Context: an optimization exercise on an open-source flow, tuned for small area, a short achievable clock period and few clock cycles per item. The choices shown serve that exercise and are no tape-out recipe. The RTL was checked by simulation tests, not by an equivalence proof against the original design.

### design/flow/design.v
`timescale 1ns / 1ps
module lidar_polar_to_cartesian_unit (
    input  logic        clk,
    input  logic        rst_n,
    input  logic        cfg_we,
    input  logic [1:0]  cfg_addr,
    input  logic [31:0] cfg_wdata,
    input  logic        s_axis_tvalid,
    output logic        s_axis_tready,
    input  logic [23:0] s_axis_tdata,
    input  logic        s_axis_tuser,
    input  logic        s_axis_tlast,
    output logic        m_axis_tvalid,
    input  logic        m_axis_tready,
    output logic [55:0] m_axis_tdata,
    output logic        m_axis_tuser,
    output logic        m_axis_tlast
);
    logic [31:0] cfg_start, cfg_step;
    logic [23:0] cfg_min, cfg_max;
    always_ff @(posedge clk or negedge rst_n)
    begin
        if (!rst_n)
        begin
            cfg_start <= '0;
            cfg_step  <= '0;
            cfg_min   <= '0;
            cfg_max   <= '1;
        end
        else if (cfg_we)
        begin
            case (cfg_addr)
                2'd0: cfg_start <= cfg_wdata;
                2'd1: cfg_step  <= cfg_wdata;
                2'd2: cfg_min   <= cfg_wdata[23:0];
                2'd3: cfg_max   <= cfg_wdata[23:0];
                default: ;
            endcase
        end
    end
    logic adv;           
    logic acc;
    assign s_axis_tready = adv;
    assign acc = s_axis_tvalid && adv;
    logic [31:0] beam_angle;
    logic        at_start;
    logic [31:0] cur_angle;
    assign cur_angle = at_start ? cfg_start : beam_angle;
    always_ff @(posedge clk or negedge rst_n)
    begin
        if (!rst_n)
        begin
            beam_angle <= '0;
            at_start   <= 1'b1;
        end
        else if (acc)
        begin
            beam_angle <= cur_angle + cfg_step;
            at_start   <= s_axis_tlast;
        end
    end
    logic [23:1] vld;
    logic [23:1] lst;
    logic [23:2] pok;
    always_ff @(posedge clk or negedge rst_n)
    begin
        if (!rst_n)
            vld <= '0;
        else if (adv)
            vld <= {vld[22:1], s_axis_tvalid};
    end
    logic [23:0] r1;
    logic        f1;
    logic [31:0] a1;
    always_ff @(posedge clk)
    begin
        if (adv)
        begin
            r1     <= s_axis_tdata;
            f1     <= s_axis_tuser;
            lst[1] <= s_axis_tlast;
            a1     <= cur_angle;
        end
    end
    logic [55:0] pa2, pb2;
    logic [55:0] pa_n, pb_n;
    assign pa_n = 56'd0 + (56'(r1) << 3) + (56'(r1) << 5) - (56'(r1) << 7) - (56'(r1) << 9) - (56'(r1) << 12) + (56'(r1) << 16);
    assign pb_n = 56'd0 + (56'(r1) << 18) - (56'(r1) << 20) - (56'(r1) << 23) - (56'(r1) << 26) + (56'(r1) << 29) + (56'(r1) << 31);
    logic sx2, sy2;
    logic signed [29:0] z_1;    
    logic signed [29:0] z1_n;
    assign z1_n = 30'($signed(a1[30:0]) + (a1[30] ? 31'sd536870912 : -31'sd536870912));
    always_ff @(posedge clk)
    begin
        if (adv)
        begin
            pa2    <= pa_n;
            pb2    <= pb_n;
            pok[2] <= f1 && (r1 >= cfg_min) && (r1 <= cfg_max);
            lst[2] <= lst[1];
            sx2    <= a1[31] ^ a1[30];    
            sy2    <= a1[31];             
            z_1    <= z1_n;
        end
    end
    logic [55:0] prod_n;
    logic [39:0] mag3;
    logic sx3, sy3;
    logic signed [29:0] z_1_3;
    assign prod_n = pa2 + pb2;
    always_ff @(posedge clk)
    begin
        if (adv)
        begin
            mag3   <= prod_n[55:16];
            sx3    <= sx2;
            sy3    <= sy2;
            z_1_3  <= z_1;
            pok[3] <= pok[2];
            lst[3] <= lst[2];
        end
    end
    logic signed [40:0] x_1, y_1;
    logic signed [29:0] z_1_4;
    always_ff @(posedge clk)
    begin
        if (adv)
        begin
            x_1    <= sx3 ? -$signed({1'b0, mag3}) : $signed({1'b0, mag3});
            y_1    <= sy3 ? -$signed({1'b0, mag3}) : $signed({1'b0, mag3});
            z_1_4  <= z_1_3;
            pok[4] <= pok[3];
            lst[4] <= lst[3];
        end
    end
    logic signed [40:0] x_2, y_2;
    logic n_1;
    logic signed [40:0] dx_1, dy_1;
    logic [41:0] xs_1, ys_1;
    assign n_1 = z_1_4[29];
    assign dx_1 = y_1 >>> 1;
    assign dy_1 = x_1 >>> 1;
    assign xs_1 = {x_1, 1'b1} + {dx_1 ^ {41{!n_1}}, !n_1};
    assign ys_1 = {y_1, 1'b1} + {dy_1 ^ {41{n_1}}, n_1};
    logic signed [29:0] z_2;
    logic signed [29:0] zs_1;
    assign zs_1 = z_1_4 + (n_1 ? 30'sd316933406 : -30'sd316933406);
    always_ff @(posedge clk)
    begin
        if (adv)
        begin
            x_2 <= xs_1[41:1];
            y_2 <= ys_1[41:1];
            z_2 <= zs_1[29:0];
            pok[5] <= pok[4];
            lst[5] <= lst[4];
        end
    end
    logic signed [40:0] x_3, y_3;
    logic n_2;
    logic signed [40:0] dx_2, dy_2;
    logic [41:0] xs_2, ys_2;
    assign n_2 = z_2[29];
    assign dx_2 = y_2 >>> 2;
    assign dy_2 = x_2 >>> 2;
    assign xs_2 = {x_2, 1'b1} + {dx_2 ^ {41{!n_2}}, !n_2};
    assign ys_2 = {y_2, 1'b1} + {dy_2 ^ {41{n_2}}, n_2};
    logic signed [28:0] z_3;
    logic signed [29:0] zs_2;
    assign zs_2 = z_2 + (n_2 ? 30'sd167458907 : -30'sd167458907);
    always_ff @(posedge clk)
    begin
        if (adv)
        begin
            x_3 <= xs_2[41:1];
            y_3 <= ys_2[41:1];
            z_3 <= zs_2[28:0];
            pok[6] <= pok[5];
            lst[6] <= lst[5];
        end
    end
    logic signed [40:0] x_4, y_4;
    logic n_3;
    logic signed [40:0] dx_3, dy_3;
    logic [41:0] xs_3, ys_3;
    assign n_3 = z_3[28];
    assign dx_3 = y_3 >>> 3;
    assign dy_3 = x_3 >>> 3;
    assign xs_3 = {x_3, 1'b1} + {dx_3 ^ {41{!n_3}}, !n_3};
    assign ys_3 = {y_3, 1'b1} + {dy_3 ^ {41{n_3}}, n_3};
    logic signed [27:0] z_4;
    logic signed [28:0] zs_3;
    assign zs_3 = z_3 + (n_3 ? 29'sd85004756 : -29'sd85004756);
    always_ff @(posedge clk)
    begin
        if (adv)
        begin
            x_4 <= xs_3[41:1];
            y_4 <= ys_3[41:1];
            z_4 <= zs_3[27:0];
            pok[7] <= pok[6];
            lst[7] <= lst[6];
        end
    end
    logic signed [40:0] x_5, y_5;
    logic n_4;
    logic signed [40:0] dx_4, dy_4;
    logic [41:0] xs_4, ys_4;
    assign n_4 = z_4[27];
    assign dx_4 = y_4 >>> 4;
    assign dy_4 = x_4 >>> 4;
    assign xs_4 = {x_4, 1'b1} + {dx_4 ^ {41{!n_4}}, !n_4};
    assign ys_4 = {y_4, 1'b1} + {dy_4 ^ {41{n_4}}, n_4};
    logic signed [26:0] z_5;
    logic signed [27:0] zs_4;
    assign zs_4 = z_4 + (n_4 ? 28'sd42667331 : -28'sd42667331);
    always_ff @(posedge clk)
    begin
        if (adv)
        begin
            x_5 <= xs_4[41:1];
            y_5 <= ys_4[41:1];
            z_5 <= zs_4[26:0];
            pok[8] <= pok[7];
            lst[8] <= lst[7];
        end
    end
    logic signed [40:0] x_6, y_6;
    logic n_5;
    logic signed [40:0] dx_5, dy_5;
    logic [41:0] xs_5, ys_5;
    assign n_5 = z_5[26];
    assign dx_5 = y_5 >>> 5;
    assign dy_5 = x_5 >>> 5;
    assign xs_5 = {x_5, 1'b1} + {dx_5 ^ {41{!n_5}}, !n_5};
    assign ys_5 = {y_5, 1'b1} + {dy_5 ^ {41{n_5}}, n_5};
    logic signed [25:0] z_6;
    logic signed [26:0] zs_5;
    assign zs_5 = z_5 + (n_5 ? 27'sd21354465 : -27'sd21354465);
    always_ff @(posedge clk)
    begin
        if (adv)
        begin
            x_6 <= xs_5[41:1];
            y_6 <= ys_5[41:1];
            z_6 <= zs_5[25:0];
            pok[9] <= pok[8];
            lst[9] <= lst[8];
        end
    end
    logic signed [40:0] x_7, y_7;
    logic n_6;
    logic signed [40:0] dx_6, dy_6;
    logic [41:0] xs_6, ys_6;
    assign n_6 = z_6[25];
    assign dx_6 = y_6 >>> 6;
    assign dy_6 = x_6 >>> 6;
    assign xs_6 = {x_6, 1'b1} + {dx_6 ^ {41{!n_6}}, !n_6};
    assign ys_6 = {y_6, 1'b1} + {dy_6 ^ {41{n_6}}, n_6};
    logic signed [24:0] z_7;
    logic signed [25:0] zs_6;
    assign zs_6 = z_6 + (n_6 ? 26'sd10679838 : -26'sd10679838);
    always_ff @(posedge clk)
    begin
        if (adv)
        begin
            x_7 <= xs_6[41:1];
            y_7 <= ys_6[41:1];
            z_7 <= zs_6[24:0];
            pok[10] <= pok[9];
            lst[10] <= lst[9];
        end
    end
    logic signed [40:0] x_8, y_8;
    logic n_7;
    logic signed [40:0] dx_7, dy_7;
    logic [41:0] xs_7, ys_7;
    assign n_7 = z_7[24];
    assign dx_7 = y_7 >>> 7;
    assign dy_7 = x_7 >>> 7;
    assign xs_7 = {x_7, 1'b1} + {dx_7 ^ {41{!n_7}}, !n_7};
    assign ys_7 = {y_7, 1'b1} + {dy_7 ^ {41{n_7}}, n_7};
    logic signed [23:0] z_8;
    logic signed [24:0] zs_7;
    assign zs_7 = z_7 + (n_7 ? 25'sd5340245 : -25'sd5340245);
    always_ff @(posedge clk)
    begin
        if (adv)
        begin
            x_8 <= xs_7[41:1];
            y_8 <= ys_7[41:1];
            z_8 <= zs_7[23:0];
            pok[11] <= pok[10];
            lst[11] <= lst[10];
        end
    end
    logic signed [40:0] x_9, y_9;
    logic n_8;
    logic signed [40:0] dx_8, dy_8;
    logic [41:0] xs_8, ys_8;
    assign n_8 = z_8[23];
    assign dx_8 = y_8 >>> 8;
    assign dy_8 = x_8 >>> 8;
    assign xs_8 = {x_8, 1'b1} + {dx_8 ^ {41{!n_8}}, !n_8};
    assign ys_8 = {y_8, 1'b1} + {dy_8 ^ {41{n_8}}, n_8};
    logic signed [22:0] z_9;
    logic signed [23:0] zs_8;
    assign zs_8 = z_8 + (n_8 ? 24'sd2670163 : -24'sd2670163);
    always_ff @(posedge clk)
    begin
        if (adv)
        begin
            x_9 <= xs_8[41:1];
            y_9 <= ys_8[41:1];
            z_9 <= zs_8[22:0];
            pok[12] <= pok[11];
            lst[12] <= lst[11];
        end
    end
    logic signed [40:0] x_10, y_10;
    logic n_9;
    logic signed [40:0] dx_9, dy_9;
    logic [41:0] xs_9, ys_9;
    assign n_9 = z_9[22];
    assign dx_9 = y_9 >>> 9;
    assign dy_9 = x_9 >>> 9;
    assign xs_9 = {x_9, 1'b1} + {dx_9 ^ {41{!n_9}}, !n_9};
    assign ys_9 = {y_9, 1'b1} + {dy_9 ^ {41{n_9}}, n_9};
    logic signed [21:0] z_10;
    logic signed [22:0] zs_9;
    assign zs_9 = z_9 + (n_9 ? 23'sd1335087 : -23'sd1335087);
    always_ff @(posedge clk)
    begin
        if (adv)
        begin
            x_10 <= xs_9[41:1];
            y_10 <= ys_9[41:1];
            z_10 <= zs_9[21:0];
            pok[13] <= pok[12];
            lst[13] <= lst[12];
        end
    end
    logic signed [40:0] x_11, y_11;
    logic n_10;
    logic signed [40:0] dx_10, dy_10;
    logic [41:0] xs_10, ys_10;
    assign n_10 = z_10[21];
    assign dx_10 = y_10 >>> 10;
    assign dy_10 = x_10 >>> 10;
    assign xs_10 = {x_10, 1'b1} + {dx_10 ^ {41{!n_10}}, !n_10};
    assign ys_10 = {y_10, 1'b1} + {dy_10 ^ {41{n_10}}, n_10};
    logic signed [20:0] z_11;
    logic signed [21:0] zs_10;
    assign zs_10 = z_10 + (n_10 ? 22'sd667544 : -22'sd667544);
    always_ff @(posedge clk)
    begin
        if (adv)
        begin
            x_11 <= xs_10[41:1];
            y_11 <= ys_10[41:1];
            z_11 <= zs_10[20:0];
            pok[14] <= pok[13];
            lst[14] <= lst[13];
        end
    end
    logic signed [40:0] x_12, y_12;
    logic n_11;
    logic signed [40:0] dx_11, dy_11;
    logic [41:0] xs_11, ys_11;
    assign n_11 = z_11[20];
    assign dx_11 = y_11 >>> 11;
    assign dy_11 = x_11 >>> 11;
    assign xs_11 = {x_11, 1'b1} + {dx_11 ^ {41{!n_11}}, !n_11};
    assign ys_11 = {y_11, 1'b1} + {dy_11 ^ {41{n_11}}, n_11};
    logic signed [19:0] z_12;
    logic signed [20:0] zs_11;
    assign zs_11 = z_11 + (n_11 ? 21'sd333772 : -21'sd333772);
    always_ff @(posedge clk)
    begin
        if (adv)
        begin
            x_12 <= xs_11[41:1];
            y_12 <= ys_11[41:1];
            z_12 <= zs_11[19:0];
            pok[15] <= pok[14];
            lst[15] <= lst[14];
        end
    end
    logic signed [40:0] x_13, y_13;
    logic n_12;
    logic signed [40:0] dx_12, dy_12;
    logic [41:0] xs_12, ys_12;
    assign n_12 = z_12[19];
    assign dx_12 = y_12 >>> 12;
    assign dy_12 = x_12 >>> 12;
    assign xs_12 = {x_12, 1'b1} + {dx_12 ^ {41{!n_12}}, !n_12};
    assign ys_12 = {y_12, 1'b1} + {dy_12 ^ {41{n_12}}, n_12};
    logic signed [18:0] z_13;
    logic signed [19:0] zs_12;
    assign zs_12 = z_12 + (n_12 ? 20'sd166886 : -20'sd166886);
    always_ff @(posedge clk)
    begin
        if (adv)
        begin
            x_13 <= xs_12[41:1];
            y_13 <= ys_12[41:1];
            z_13 <= zs_12[18:0];
            pok[16] <= pok[15];
            lst[16] <= lst[15];
        end
    end
    logic signed [40:0] x_14, y_14;
    logic n_13;
    logic signed [40:0] dx_13, dy_13;
    logic [41:0] xs_13, ys_13;
    assign n_13 = z_13[18];
    assign dx_13 = y_13 >>> 13;
    assign dy_13 = x_13 >>> 13;
    assign xs_13 = {x_13, 1'b1} + {dx_13 ^ {41{!n_13}}, !n_13};
    assign ys_13 = {y_13, 1'b1} + {dy_13 ^ {41{n_13}}, n_13};
    logic signed [17:0] z_14;
    logic signed [18:0] zs_13;
    assign zs_13 = z_13 + (n_13 ? 19'sd83443 : -19'sd83443);
    always_ff @(posedge clk)
    begin
        if (adv)
        begin
            x_14 <= xs_13[41:1];
            y_14 <= ys_13[41:1];
            z_14 <= zs_13[17:0];
            pok[17] <= pok[16];
            lst[17] <= lst[16];
        end
    end
    logic signed [40:0] x_15, y_15;
    logic n_14;
    logic signed [40:0] dx_14, dy_14;
    logic [41:0] xs_14, ys_14;
    assign n_14 = z_14[17];
    assign dx_14 = y_14 >>> 14;
    assign dy_14 = x_14 >>> 14;
    assign xs_14 = {x_14, 1'b1} + {dx_14 ^ {41{!n_14}}, !n_14};
    assign ys_14 = {y_14, 1'b1} + {dy_14 ^ {41{n_14}}, n_14};
    logic signed [16:0] z_15;
    logic signed [17:0] zs_14;
    assign zs_14 = z_14 + (n_14 ? 18'sd41722 : -18'sd41722);
    always_ff @(posedge clk)
    begin
        if (adv)
        begin
            x_15 <= xs_14[41:1];
            y_15 <= ys_14[41:1];
            z_15 <= zs_14[16:0];
            pok[18] <= pok[17];
            lst[18] <= lst[17];
        end
    end
    logic signed [40:0] x_16, y_16;
    logic n_15;
    logic signed [40:0] dx_15, dy_15;
    logic [41:0] xs_15, ys_15;
    assign n_15 = z_15[16];
    assign dx_15 = y_15 >>> 15;
    assign dy_15 = x_15 >>> 15;
    assign xs_15 = {x_15, 1'b1} + {dx_15 ^ {41{!n_15}}, !n_15};
    assign ys_15 = {y_15, 1'b1} + {dy_15 ^ {41{n_15}}, n_15};
    logic signed [15:0] z_16;
    logic signed [16:0] zs_15;
    assign zs_15 = z_15 + (n_15 ? 17'sd20861 : -17'sd20861);
    always_ff @(posedge clk)
    begin
        if (adv)
        begin
            x_16 <= xs_15[41:1];
            y_16 <= ys_15[41:1];
            z_16 <= zs_15[15:0];
            pok[19] <= pok[18];
            lst[19] <= lst[18];
        end
    end
    logic signed [40:0] x_17, y_17;
    logic n_16;
    logic signed [40:0] dx_16, dy_16;
    logic [41:0] xs_16, ys_16;
    assign n_16 = z_16[15];
    assign dx_16 = y_16 >>> 16;
    assign dy_16 = x_16 >>> 16;
    assign xs_16 = {x_16, 1'b1} + {dx_16 ^ {41{!n_16}}, !n_16};
    assign ys_16 = {y_16, 1'b1} + {dy_16 ^ {41{n_16}}, n_16};
    logic signed [14:0] z_17;
    logic signed [15:0] zs_16;
    assign zs_16 = z_16 + (n_16 ? 16'sd10430 : -16'sd10430);
    always_ff @(posedge clk)
    begin
        if (adv)
        begin
            x_17 <= xs_16[41:1];
            y_17 <= ys_16[41:1];
            z_17 <= zs_16[14:0];
            pok[20] <= pok[19];
            lst[20] <= lst[19];
        end
    end
    logic signed [40:0] x_18, y_18;
    logic n_17;
    logic signed [40:0] dx_17, dy_17;
    logic [41:0] xs_17, ys_17;
    assign n_17 = z_17[14];
    assign dx_17 = y_17 >>> 17;
    assign dy_17 = x_17 >>> 17;
    assign xs_17 = {x_17, 1'b1} + {dx_17 ^ {41{!n_17}}, !n_17};
    assign ys_17 = {y_17, 1'b1} + {dy_17 ^ {41{n_17}}, n_17};
    logic signed [13:0] z_18;
    logic signed [14:0] zs_17;
    assign zs_17 = z_17 + (n_17 ? 15'sd5215 : -15'sd5215);
    always_ff @(posedge clk)
    begin
        if (adv)
        begin
            x_18 <= xs_17[41:1];
            y_18 <= ys_17[41:1];
            z_18 <= zs_17[13:0];
            pok[21] <= pok[20];
            lst[21] <= lst[20];
        end
    end
    logic signed [40:0] x_19, y_19;
    logic n_18;
    logic signed [40:0] dx_18, dy_18;
    logic [41:0] xs_18, ys_18;
    assign n_18 = z_18[13];
    assign dx_18 = y_18 >>> 18;
    assign dy_18 = x_18 >>> 18;
    assign xs_18 = {x_18, 1'b1} + {dx_18 ^ {41{!n_18}}, !n_18};
    assign ys_18 = {y_18, 1'b1} + {dy_18 ^ {41{n_18}}, n_18};
    logic signed [12:0] z_19;
    logic signed [13:0] zs_18;
    assign zs_18 = z_18 + (n_18 ? 14'sd2608 : -14'sd2608);
    always_ff @(posedge clk)
    begin
        if (adv)
        begin
            x_19 <= xs_18[41:1];
            y_19 <= ys_18[41:1];
            z_19 <= zs_18[12:0];
            pok[22] <= pok[21];
            lst[22] <= lst[21];
        end
    end
    logic signed [40:0] x_20, y_20;
    logic n_19;
    logic signed [40:0] dx_19, dy_19;
    logic [41:0] xs_19, ys_19;
    assign n_19 = z_19[12];
    assign dx_19 = y_19 >>> 19;
    assign dy_19 = x_19 >>> 19;
    assign xs_19 = {x_19, 1'b1} + {dx_19 ^ {41{!n_19}}, !n_19};
    assign ys_19 = {y_19, 1'b1} + {dy_19 ^ {41{n_19}}, n_19};
    always_ff @(posedge clk)
    begin
        if (adv)
        begin
            x_20 <= xs_19[41:1];
            y_20 <= ys_19[41:1];
            pok[23] <= pok[22];
            lst[23] <= lst[22];
        end
    end
    logic [24:0] rx, ry;
    logic [51:0] pt;     
    assign rx = x_20[40:16] + 25'(x_20[15]);
    assign ry = y_20[40:16] + 25'(y_20[15]);
    assign pt = {pok[23], lst[23], pok[23] ? ry : 25'd0, pok[23] ? rx : 25'd0};
    logic        m_vld, k_vld;
    logic [51:0] m_pt, k_pt;
    logic        push, pop;
    assign push = adv && vld[23];
    assign pop  = m_vld && m_axis_tready;
    always_ff @(posedge clk or negedge rst_n)
    begin
        if (!rst_n)
        begin
            m_vld <= 1'b0;
            k_vld <= 1'b0;
        end
        else if (pop || !m_vld)
        begin
            m_vld <= k_vld || push;
            k_vld <= k_vld && push;
        end
        else
            k_vld <= k_vld || push;
    end
    assign adv = !k_vld;
    always_ff @(posedge clk)
    begin
        if (pop || !m_vld)
            m_pt <= k_vld ? k_pt : pt;
        if (pop || !k_vld)
            k_pt <= pt;
    end
    assign m_axis_tvalid = m_vld;
    assign m_axis_tdata  = {6'd0, m_pt[49:0]};
    assign m_axis_tuser  = m_pt[51];
    assign m_axis_tlast  = m_pt[50];
endmodule
### design/flow/run.sh
#!/bin/bash
# synth_recipe.tcl (not shown) runs the flow's synth.tcl, then flattens the netlist and writes it again
# the make line also repeats each setting of config.mk as NAME=value (left out here)
make -C /OpenROAD-flow-scripts/flow DESIGN_CONFIG=/design/flow/config.mk WORK_HOME=/design/flow/orfs CLKGATE_MAP_FILE= SYNTH_SCRIPT=/design/flow/synth_recipe.tcl finish
### design/flow/config.mk
export PLATFORM = sky130hd
export DESIGN_NAME = lidar_polar_to_cartesian_unit
export DESIGN_NICKNAME = lidar_polar_to_cartesian_unit
export VERILOG_FILES = /design/flow/design.v
export SDC_FILE = /design/flow/constraint.sdc
export NUM_CORES = 4
export LEC_CHECK = 0
export CAP_MARGIN = 20
export CORE_MARGIN = 2
export CORE_UTILIZATION = 40
export SLEW_MARGIN = 20
### design/flow/constraint.sdc
create_clock -name core_clock -period 10.0 [get_ports {clk}]
set_input_delay 2.0000 -clock core_clock [delete_from_list [all_inputs] [get_ports {clk}]]
set_output_delay 2.0000 -clock core_clock [all_outputs]
set_load 0.01 [all_outputs]
==> results.txt <==
[logic make-up after synthesis]
group / share of synthesized area (%)
AOI/OAI and AO/OA: 17.6
and+or+nand+nor: 10.2
xor gates and xnor gates: 14.4
DFF: 39.1
adders and majority gates: 15.2
buffers and inverters: 2.17
muxes: 1.39
other: 0.00193
[metrics by stage]
step           hold slack, ns  utilization, %
2_1_floorplan           0.400               -
5_1_grt                 0.420            44.1
6_report                0.413            44.1
4_1_cts                 0.409            44.1
3_5_place_dp            0.405            42.1
3_3_place_gp            0.401            42.1
[per-layer routing]
metal / track usage, % / vias up / wire (µm)
met5: 0 / - / 13
met4: 5.80 / 2 / 15500
met3: 1.73 / 714 / 15300
met2: 33.9 / 2281 / 236000
met1: 24.5 / 65200 / 216000
li1: - / 69900 / -
[layout by cell type, fill, tap and decap left out, types with 48 or more instances in the layout]
cell type,synthesis,final
sky130_fd_sc_hd__clkbuf_1,243,48
sky130_fd_sc_hd__o21ai_0,974,974
sky130_fd_sc_hd__and2_1,126,126
sky130_fd_sc_hd__dfrtp_1,145,145
sky130_fd_sc_hd__clkinv_1,0,65
sky130_fd_sc_hd__clkdlybuf4s50_1,0,117
sky130_fd_sc_hd__nand2_1,1010,1008
sky130_fd_sc_hd__o31ai_1,81,81
sky130_fd_sc_hd__o21a_1,281,281
sky130_fd_sc_hd__a211oi_1,115,115
sky130_fd_sc_hd__ha_1,2154,2154
sky130_fd_sc_hd__a31oi_1,190,190
sky130_fd_sc_hd__inv_1,770,770
sky130_fd_sc_hd__nand4_1,185,185
sky130_fd_sc_hd__or3_1,88,88
sky130_fd_sc_hd__a31o_2,54,54
sky130_fd_sc_hd__a21o_1,987,987
sky130_fd_sc_hd__xor2_1,1163,1162
sky130_fd_sc_hd__a21boi_0,96,96
sky130_fd_sc_hd__xnor2_1,2022,2022
sky130_fd_sc_hd__o21bai_1,295,295
sky130_fd_sc_hd__nand3_1,369,369
sky130_fd_sc_hd__o211ai_1,76,76
sky130_fd_sc_hd__nor2_1,1058,1058
sky130_fd_sc_hd__mux2_2,225,225
sky130_fd_sc_hd__or2_2,61,61
sky130_fd_sc_hd__a221oi_1,53,53
sky130_fd_sc_hd__clkbuf_16,0,308
sky130_fd_sc_hd__fa_1,128,128
sky130_fd_sc_hd__buf_4,6,114
sky130_fd_sc_hd__nor2b_1,309,309
sky130_fd_sc_hd__nand2b_1,288,287
sky130_fd_sc_hd__and3_1,171,171
sky130_fd_sc_hd__nor3_1,254,254
sky130_fd_sc_hd__edfxtp_1,2384,2384
sky130_fd_sc_hd__a21oi_1,1728,1728
[path summary, 6_finish.rpt]
| path | end | slack [ns] | cells after the start |
|---|---|---|---|
| worst max-delay path | pb2[55] | 1.21 | 38 |
| worst min-delay path | z_1_4[25] | 0.41 | 0 |
| worst max register to register | pb2[55] | 1.21 | 38 |
| worst min register to register | z_1_4[25] | 0.41 | 0 |
| max in group asynchronous | m_vld | 7.63 | 2 |
| min in group asynchronous | cfg_min[20] | 1.12 | 1 |
[worst max-delay path: cells and delay by family, from the launching register on]
kind	cells	cell delay, ns
compound gates	19	4.07
fa+ha+maj	5	1.71
simple gates	8	1.57
xor+xnor	3	0.43
flops	1	0.38
buf+inv	3	0.38
[cell usage after synthesis, types with 171 or more instances]
| cell | n | area, µm² |
|---|---|---|
| sky130_fd_sc_hd__edfxtp_1 | 2384 | 71600 |
| sky130_fd_sc_hd__ha_1 | 2154 | 27000 |
| sky130_fd_sc_hd__xnor2_1 | 2022 | 17700 |
| sky130_fd_sc_hd__a21oi_1 | 1728 | 8650 |
| sky130_fd_sc_hd__xor2_1 | 1163 | 10200 |
| sky130_fd_sc_hd__nor2_1 | 1058 | 3970 |
| sky130_fd_sc_hd__nand2_1 | 1010 | 3790 |
| sky130_fd_sc_hd__a21o_1 | 987 | 7410 |
| sky130_fd_sc_hd__o21ai_0 | 974 | 4870 |
| sky130_fd_sc_hd__inv_1 | 770 | 2890 |
| sky130_fd_sc_hd__nand3_1 | 369 | 1850 |
| sky130_fd_sc_hd__nor2b_1 | 309 | 1930 |
| sky130_fd_sc_hd__o21bai_1 | 295 | 2210 |
| sky130_fd_sc_hd__nand2b_1 | 288 | 1800 |
| sky130_fd_sc_hd__o21a_1 | 281 | 2110 |
| sky130_fd_sc_hd__nor3_1 | 254 | 1270 |
| sky130_fd_sc_hd__clkbuf_1 | 243 | 912 |
| sky130_fd_sc_hd__mux2_2 | 225 | 2530 |
| sky130_fd_sc_hd__a31oi_1 | 190 | 1190 |
| sky130_fd_sc_hd__nand4_1 | 185 | 1160 |
| sky130_fd_sc_hd__and3_1 | 171 | 1070 |
[layout make-up]
cell class | count | area share (%)
antenna | 2 | 0.00235
clock buffer | 361 | 3.74
clock inverter | 180 | 0.845
inverter | 771 | 1.36
multi-input combinational | 15200 | 53.6
sequential | 2554 | 35.6
tap | 6425 | 3.78
timing repair buffer | 238 | 1.01
==> impl_results.md <==
- Placeable core region: 483000 µm²
- Reg clk slew, reported paths: 0.06 ns
- Kind of capture point of the worst setup path: flip-flop
- Ports placed on the boundary: 125
- Fin crit period: 8.79 ns
- Footprint of the flip-flops and latches: 75900 µm²
- Area added between synthesis and finish: 9.62%
- Die area: 491000 µm²
- GP Congestion: 0.901
- Final hold viol count: 0
- Rel. slew slack: 26.6%
- Most common cell on crit path: sky130_fd_sc_hd__a21oi_1
- Final non-filler cell total: 25700
- Required time of the critical path: 10.71 ns
- Type of the most critical hold path: reg2reg
- Worst setup startpoint: r1[2]
- First-pass GRT wire length: 754000 µm
- Area of the multi-input gates: 114000 µm²
- Final max-slew violation count: 0
- Final period utilization: 87.9%
- Fill cell total of the finished layout: 45800
- Setup repair after global routing missed its margin: no
- Result of the run: timing/DRC/antenna clean
- Clk root buf: sky130_fd_sc_hd__clkbuf_16
- Worst skew pair latency: 0.96 ns
- Total congestion overflow after global routing: 0
- Clock skew after layout: 0.0473 ns
- Starting density of the core: 40.2%
- Registers with the most flip-flops: k_pt (52), m_pt (52)
- Number of DRC violations after detailed-routing iteration 0: 8744
- Number of cell rows: 255
- Cell area reported after detailed placement: 203000 µm²
- Setup ws final: 1.21 ns
- Average vias per placed instance: 5.37
- Actual transition at the worst max-transition pin: 1.10 ns
- Synth cell types: 91
- Critical path class: reg2reg
- Share of post-route cells with drive strength above 1: 4.94%
- Total number of yosys warnings: 1
- Achievable clock frequency: 114 MHz
- Count of unresolved DRC violations after routing: 0
- Vias in the first global route: 134000
- Share of the yosys chip area belonging to registers: 39.1%
- Number of buffers on the longest clock path: 4
- Worst Setup Slack post-DPL: 1.21 ns
- Arrival time reported for the critical path endpoint: 9.50 ns
- Die Width: 701 µm
- Cell area after synthesis: 194000 µm²
- Setup tns final: 0 ns
- Hold buffers post-CTS: 0
- Reg-to-Reg Start: r1[2]
- Number of CTS-inserted buffers: 300
- Min-Delay Startpoint: z_1_3[25]
- Top_reg_cell synth: sky130_fd_sc_hd__edfxtp_1
- Count of flip-flops with a built-in enable after synthesis: 2384
- Synthesized area divided by synthesized cell count: 10.3 µm²
- Startpoint kind of the worst setup timing path: flip-flop
- Total detailed-routing wirelength: 483000 µm
- Port buffer count: 118
- Mapped Cells: 18800
- CTS tree: done
- Routed via count: 138000
- Final standard cell area without fillers: 213000 µm²
- HPWL after DPL: 383000 µm
- Top fanout value on the critical path: 6
- Setup violation total in the final timing report: 0
- Die Span Y: 701 µm
- H-tree Lvls: 5
- Antenna Nets Post-Route: 0
- Detailed Routing Iterations Pass 1: 6
- Buffers inserted during post-CTS setup optimization: 0
- Antenna violations before repair: 5
- Slowest stage cell on the critical path: sky130_fd_sc_hd__fa_1
- GRT Resource Usage Total: 19.1%
- Average wire per cell in the routed design: 18.8 µm
- Post-cts resize count: 0
- Number of max-capacitance violations reported: 0
- Largest net degree at the start of global routing: 176
- Layout net count: 21400
- Share of synthesized registers carrying an async set or reset: 6.66%
- Total of flip-flops plus latches after synthesis: 2554
- Dpl cells: 25200
- Clock tree sinks: 2554
- Slowest cell delay on critical path: 0.43 ns
Testbench counts, summed over its fixed seeds: cycles 8,384, items 8,192.

what the ideal ports hide:
The flow's constraints put no driver on any port. The routed layout listed below was extracted and timed again, unchanged, in two steps.
Step 1 sets driving cells, clkbuf_16 on the clock port and buf_2 on the other inputs (assumed; they add their load-dependent delay and slew).
Step 2 moves the port delays by t, midway between the first and last clock arrival at a register: inputs arrive t later, outputs are due t later. That takes back most of the time a late clock gives input paths.
Three values: ideal, step 1, step 2; two values: the first two.
shift t [ns]: 1.059
setup WS [ns]: 1.207 / 1.207 / 1.207
latest minus earliest clock arrival (ns): 0.052 / 0.052
cell pins on the clock port's net: 1
After both steps this run still meets setup and hold. The setup slack of this run moves by 0.000 ns with the drivers and by 0.000 ns with both steps.
